Source: an optimization exercise on an open RTL-to-GDS flow (aim: small area, a short achievable clock period and few clock cycles). Production flows keep margins and buffers that such runs may drop.
In this exercise RTL edits were held to simulation tests only and were not proved equivalent to the original.
No activity file was given, so power comes from the tool's default toggle rates.

## fjord
// exec_top
module exec_top (
	input  logic        clk,
	input  logic        rst,
	input  logic        issue_valid,
	output logic        issue_ready,
	input  logic [5:0]  issue_op,
	input  logic [31:0] issue_rs1,
	input  logic [31:0] issue_rs2,
	input  logic [31:0] issue_imm,
	input  logic [31:0] issue_pc,
	output logic        result_valid,
	output logic        result_rd_we,
	output logic [31:0] result_rd_data,
	output logic        result_jump_taken,
	output logic [31:0] result_jump_target,
	output logic        wb_cyc,
	output logic        wb_stb,
	output logic        wb_we,
	output logic [31:0] wb_adr,
	output logic [3:0]  wb_sel,
	output logic [31:0] wb_dat_o,
	input  logic        wb_ack,
	input  logic [31:0] wb_dat_i
);
Size in the first run: roughly 2800 cells after synthesis, about 79 flip-flops, ~310 I/O pins, roughly 15000 µm² of cells after synthesis.
clock: 6.5 ns
lec_check: 0
cap_margin: 20
core_margin: 2
core_utilization: 40
place_density: 0.6
setup_slack_margin: 2.75
slew_margin: 20
standard.sh (not shown) runs the stock make flow with config.mk's settings and CLKGATE_MAP_FILE= SYNTH_SCRIPT=/design/flow/synth_recipe.tcl, a recipe that flattens the netlist after the stock synthesis.
==> flow/flow/run.sh <==
#!/bin/bash
# The standard layout, with these changes:
# - synthesis is the standard flow's script, except that ABC maps the logic with
#   flow/abc_map.script (delay-targeted map with area recovery) instead of
#   ORFS's script; registers are mapped before ABC and are unchanged;
# - the adders are left to ABC instead of the library's adder cells;
# - the port buffers are buf_2 cells;
# - after clock tree synthesis, timing repair works only on the worst 5% of
#   the failing endpoints (TNS_END_PERCENT 5) to keep the area down.
# Each step's full log is in orfs/logs/; make's own output is in standard.log.
set -euo pipefail
here=$(pwd)
{
  head -n 1 synth_recipe.tcl
  cat <<EOT
proc abc {args} {
  set out {}
  set skip 0
  foreach a \$args {
    if { \$skip } { set skip 0; continue }
    if { \$a eq "-script" } { set skip 1; continue }
    lappend out \$a
  }
  yosys abc -script $here/flow/abc_map.script {*}\$out
}
EOT
  tail -n +2 synth_recipe.tcl
} > synth_custom.tcl
args=("SYNTH_SCRIPT=$here/synth_custom.tcl" "ADDER_MAP_FILE="
  "BUFFER_PORTS_ARGS=-buffer_cell sky130_fd_sc_hd__buf_2")
bash standard.sh "${args[@]}" cts > standard.log 2>&1
bash standard.sh "${args[@]}" "TNS_END_PERCENT=5" finish >> standard.log 2>&1
==> flow/flow/abc_map.script <==
strash
dch
map -D 1700
topo
stime -c
buffer -c
upsize -D 1700 -c
dnsize -D 1700 -c
Testbench counts of fjord, summed over its fixed seeds: cycles 27,965.
Modified inputs, lagoon compared to fjord
diff --git a/flow/design.v b/flow/design.v
--- a/flow/design.v
+++ b/flow/design.v
@@ -300,40 +300,29 @@
 	logic slt_bit;
 	exec_pkg::word_t r1_d, r2_d;
 	assign jt_d = (is_mem & uns) | is_jump | (br_eq & (eq ^ br_inv))
 		| (br_lts & (lts_r ^ br_inv)) | (br_ltu & (ltu_r ^ br_inv));
 	assign slt_bit = (r_slt & lts_r) | (r_sltu & ltu_r) | (r_slti & lts_i) | (r_sltiu & ltu_i);
 	exec_pkg::word_t la, lb, lres;
 	assign la = l_pass ? '0 : rs1;
 	assign lb = l_imm ? imm : rs2;
 	assign lres = l_xor ? (la ^ lb) : (l_and ? (la & lb) : (la | lb));
 	logic rd_r2;
 	assign rd_r2 = r_add | r_addi | r_auipc | r_slt | r_sltu | r_slti | r_sltiu;
-	logic s1_logic, s1_shr, s1_shl, s1_link;
-	assign s1_logic = op[3] | (op[2] & !op[1] & !op[4] & !op[5]) | (op[5] & op[1] & op[0]);
-	assign s1_shr = !op[5] & !op[3] & (op[4] ? (op[1] ^ op[0]) : (op[2] & op[1]));
-	assign s1_shl = !op[5] & !op[3] & !op[2] & !op[0] & (op[1] ^ op[4]);
-	assign s1_link = op[5] & !(op[1] & op[0]);
-	logic s2_sum_r, s2_sum_i, s2_pc;
-	assign s2_sum_r = !op[5] & !op[4] & !op[3] & !op[2] & !op[1];
-	assign s2_sum_i = op[5] ? op[1]
-		: op[4] ? !(op[3] & (op[2] | (op[1] & op[0])))
-		: (op[3] & op[1] & !op[0] & !op[2]);
-	assign s2_pc = op[5] ? !op[1] : (op[4] & op[3] & (op[2] | (op[1] & op[0])));
-	assign r1_d = ({32{s1_logic}} & lres)
-		| ({32{s1_shr}} & sh_r)
-		| ({32{s1_shl}} & sh_l)
-		| ({32{s1_link}} & link);
-	assign r2_d = ({32{s2_sum_r}} & sum_r)
-		| ({32{s2_sum_i}} & {sum_i[31:1], sum_i[0] & !op[5]})
-		| ({32{s2_pc}} & pc_imm)
+	assign r1_d = ({32{r_logic}} & lres)
+		| ({32{r_shr}} & sh_r)
+		| ({32{r_shl}} & sh_l)
+		| ({32{r_link}} & link);
+	assign r2_d = ({32{r_add}} & sum_r)
+		| ({32{r_addi | is_mem | jalr}} & {sum_i[31:1], sum_i[0] & !jalr})
+		| ({32{r_auipc | is_branch | is_op(op, exec_pkg::OP_JAL)}} & pc_imm)
 		| {31'd0, slt_bit};
 	logic accept;
 	logic done;
 	assign done = busy & wb_s.ack;
 	assign issue_ready = !busy | wb_s.ack;
 	assign accept = issue_valid & issue_ready;
 	always_ff @(posedge clk) begin
 		if (rst) begin
 			busy <= 1'b0;
 			rv_q <= 1'b0;
 		end else begin
### Flow results
Uppermost metal layer occupied by signal nets = met5: fjord; uppermost metal layer occupied by signal nets = met4: lagoon
Cmp fjord and lagoon / number of instances in the synthesized netlist / lower: fjord
Going from fjord to lagoon, worst setup slack after layout grew by 0.022 ns, time the worst path needs with I/O delays and setup went down by 0.022 ns, growth of design area from synthesis to finish +3.3 points.
Of the two values seen for last element of the critical path, exec_unit_inst.r2_q[14] was produced by lagoon and exec_unit_inst.r2_q[25] by fjord.
Sequential power: lower on lagoon
Testbench counts of lagoon, summed over its fixed seeds: cycles 27,965.

---

## alpha
exec_top, a different RTL version from the one above (not shown whole).
Size: about 2800 cells after synthesis, roughly 79 flip-flops, about 310 I/O pins, ~16000 µm² of cells after synthesis.
==> flow/config.mk <==
export PLATFORM = sky130hd
export DESIGN_NAME = exec_top
export DESIGN_NICKNAME = exec_top
export VERILOG_FILES = /design/flow/design.v
export SDC_FILE = /design/flow/constraint.sdc
export NUM_CORES = 4
export LEC_CHECK = 0
export CAP_MARGIN = 20
export CORE_MARGIN = 2
export CORE_UTILIZATION = 40
export PLACE_DENSITY = 0.6
export SETUP_SLACK_MARGIN = 2.6
export SLEW_MARGIN = 20
==> flow/constraint.sdc <==
create_clock -name core_clock -period 6.5 [get_ports {clk}]
set_input_delay 1.3000 -clock core_clock [delete_from_list [all_inputs] [get_ports {clk}]]
set_output_delay 1.3000 -clock core_clock [all_outputs]
set_load 0.01 [all_outputs]
Scripts as last shown in full above: flow/flow/run.sh, flow/flow/abc_map.script
Testbench counts of alpha, summed over its fixed seeds: cycles 27,965.
## Diff of input files: beta against alpha
--- a/flow/design.v
+++ b/flow/design.v
@@ -179,25 +179,25 @@
 	output exec_pkg::wb_m2s_t      wb_m,
 	input  exec_pkg::wb_s2m_t      wb_s
 );
 	logic [5:0] op;
 	assign op = issue.op;
 	function automatic logic is_op(logic [5:0] o, exec_pkg::exec_op_e c);
 		is_op = o == 6'(c);
 	endfunction
 	logic imm_shift, sub_r, sh_left, sh_arith;
 	logic is_mem, is_store, is_branch, is_jump, jalr, uns;
 	logic [1:0] size;
 	assign imm_shift = op[4];    
-	assign sh_left = !(op[2] | op[0] | (op[1] & op[4]));
+	assign sh_left = !op[2] & !op[0] & (op[1] ^ op[4]);
 	assign sh_arith = op[4] ? op[1] : op[0];
 	assign is_mem = op >= 6'(exec_pkg::OP_LB) && op <= 6'(exec_pkg::OP_SW);
 	assign is_store = op >= 6'(exec_pkg::OP_SB) && op <= 6'(exec_pkg::OP_SW);
 	assign is_branch = op >= 6'(exec_pkg::OP_BEQ) && op <= 6'(exec_pkg::OP_BGEU);
 	assign jalr = is_op(op, exec_pkg::OP_JALR);
 	assign is_jump = is_op(op, exec_pkg::OP_JAL) | jalr;
 	assign uns = is_op(op, exec_pkg::OP_LBU) | is_op(op, exec_pkg::OP_LHU);
 	always_comb begin
 		case (op)
 			6'(exec_pkg::OP_LB), 6'(exec_pkg::OP_LBU), 6'(exec_pkg::OP_SB): size = 2'd0;
 			6'(exec_pkg::OP_LH), 6'(exec_pkg::OP_LHU), 6'(exec_pkg::OP_SH): size = 2'd1;
 			default: size = 2'd2;
[summary]
beta: all stages complete, timing, DRC and antenna checks passed. Total power of the final layout for beta: about 2.1% up relative to alpha. Cmp beta and alpha / transition time at the pin with the least slew margin / lower: alpha. Any difference in sequential share of layout area between beta and alpha is small enough to ignore. alpha → beta: final cell count now smaller, number of nets in the final layout now smaller, share of the clock period used by the worst path after layout comparable, routed wire length now smaller, multi-input gate share of total cell area now larger. | number of placed cells counting well taps | beta vs alpha | 33 lower |. From alpha to beta the numbers moved as follows: sequential power has increased; count of clock-buffer cells in the layout has decreased.
Testbench counts of beta, summed over its fixed seeds: cycles 27,965.

## what the ideal ports hide
The flow's constraints put no driver on any port. The routed layouts listed below were extracted and timed again, unchanged, in two steps. Step 1 (the two cells are an assumption about what drives the block):
set clk [get_ports {clk}]
set_driving_cell -lib_cell sky130_fd_sc_hd__clkbuf_16 $clk
set_driving_cell -lib_cell sky130_fd_sc_hd__buf_2 [delete_from_list [all_inputs] $clk]
Step 2 adds t to the input delays and takes it off the output delays; t is the mean of the earliest and latest rising clock arrival at the registers after step 1. Input paths then give back, and output paths get back, about the clock's delay inside the block. Slacks: ideal ports / drivers / drivers and shift; pairs: ideal ports / drivers.
run | shift t [ns] | slack for setup (ns) | worst setup path at the end | clock arrival spread, ns | worst data-port slew with drivers (ns)
fjord | 0.419 | 2.559 / 2.592 / 2.173 | input to register | 0.028 / 0.027 | 0.10
lagoon | 0.412 | 2.581 / 2.610 / 2.197 | input to register | 0.022 / 0.023 | 0.06
alpha | 0.408 | 2.472 / 2.491 / 2.083 | input to register | 0.014 / 0.015 | 0.10
beta | 0.423 | 2.480 / 2.514 / 2.091 | input to register | 0.030 / 0.029 | 0.09
After both steps setup and hold are still met in every run listed.
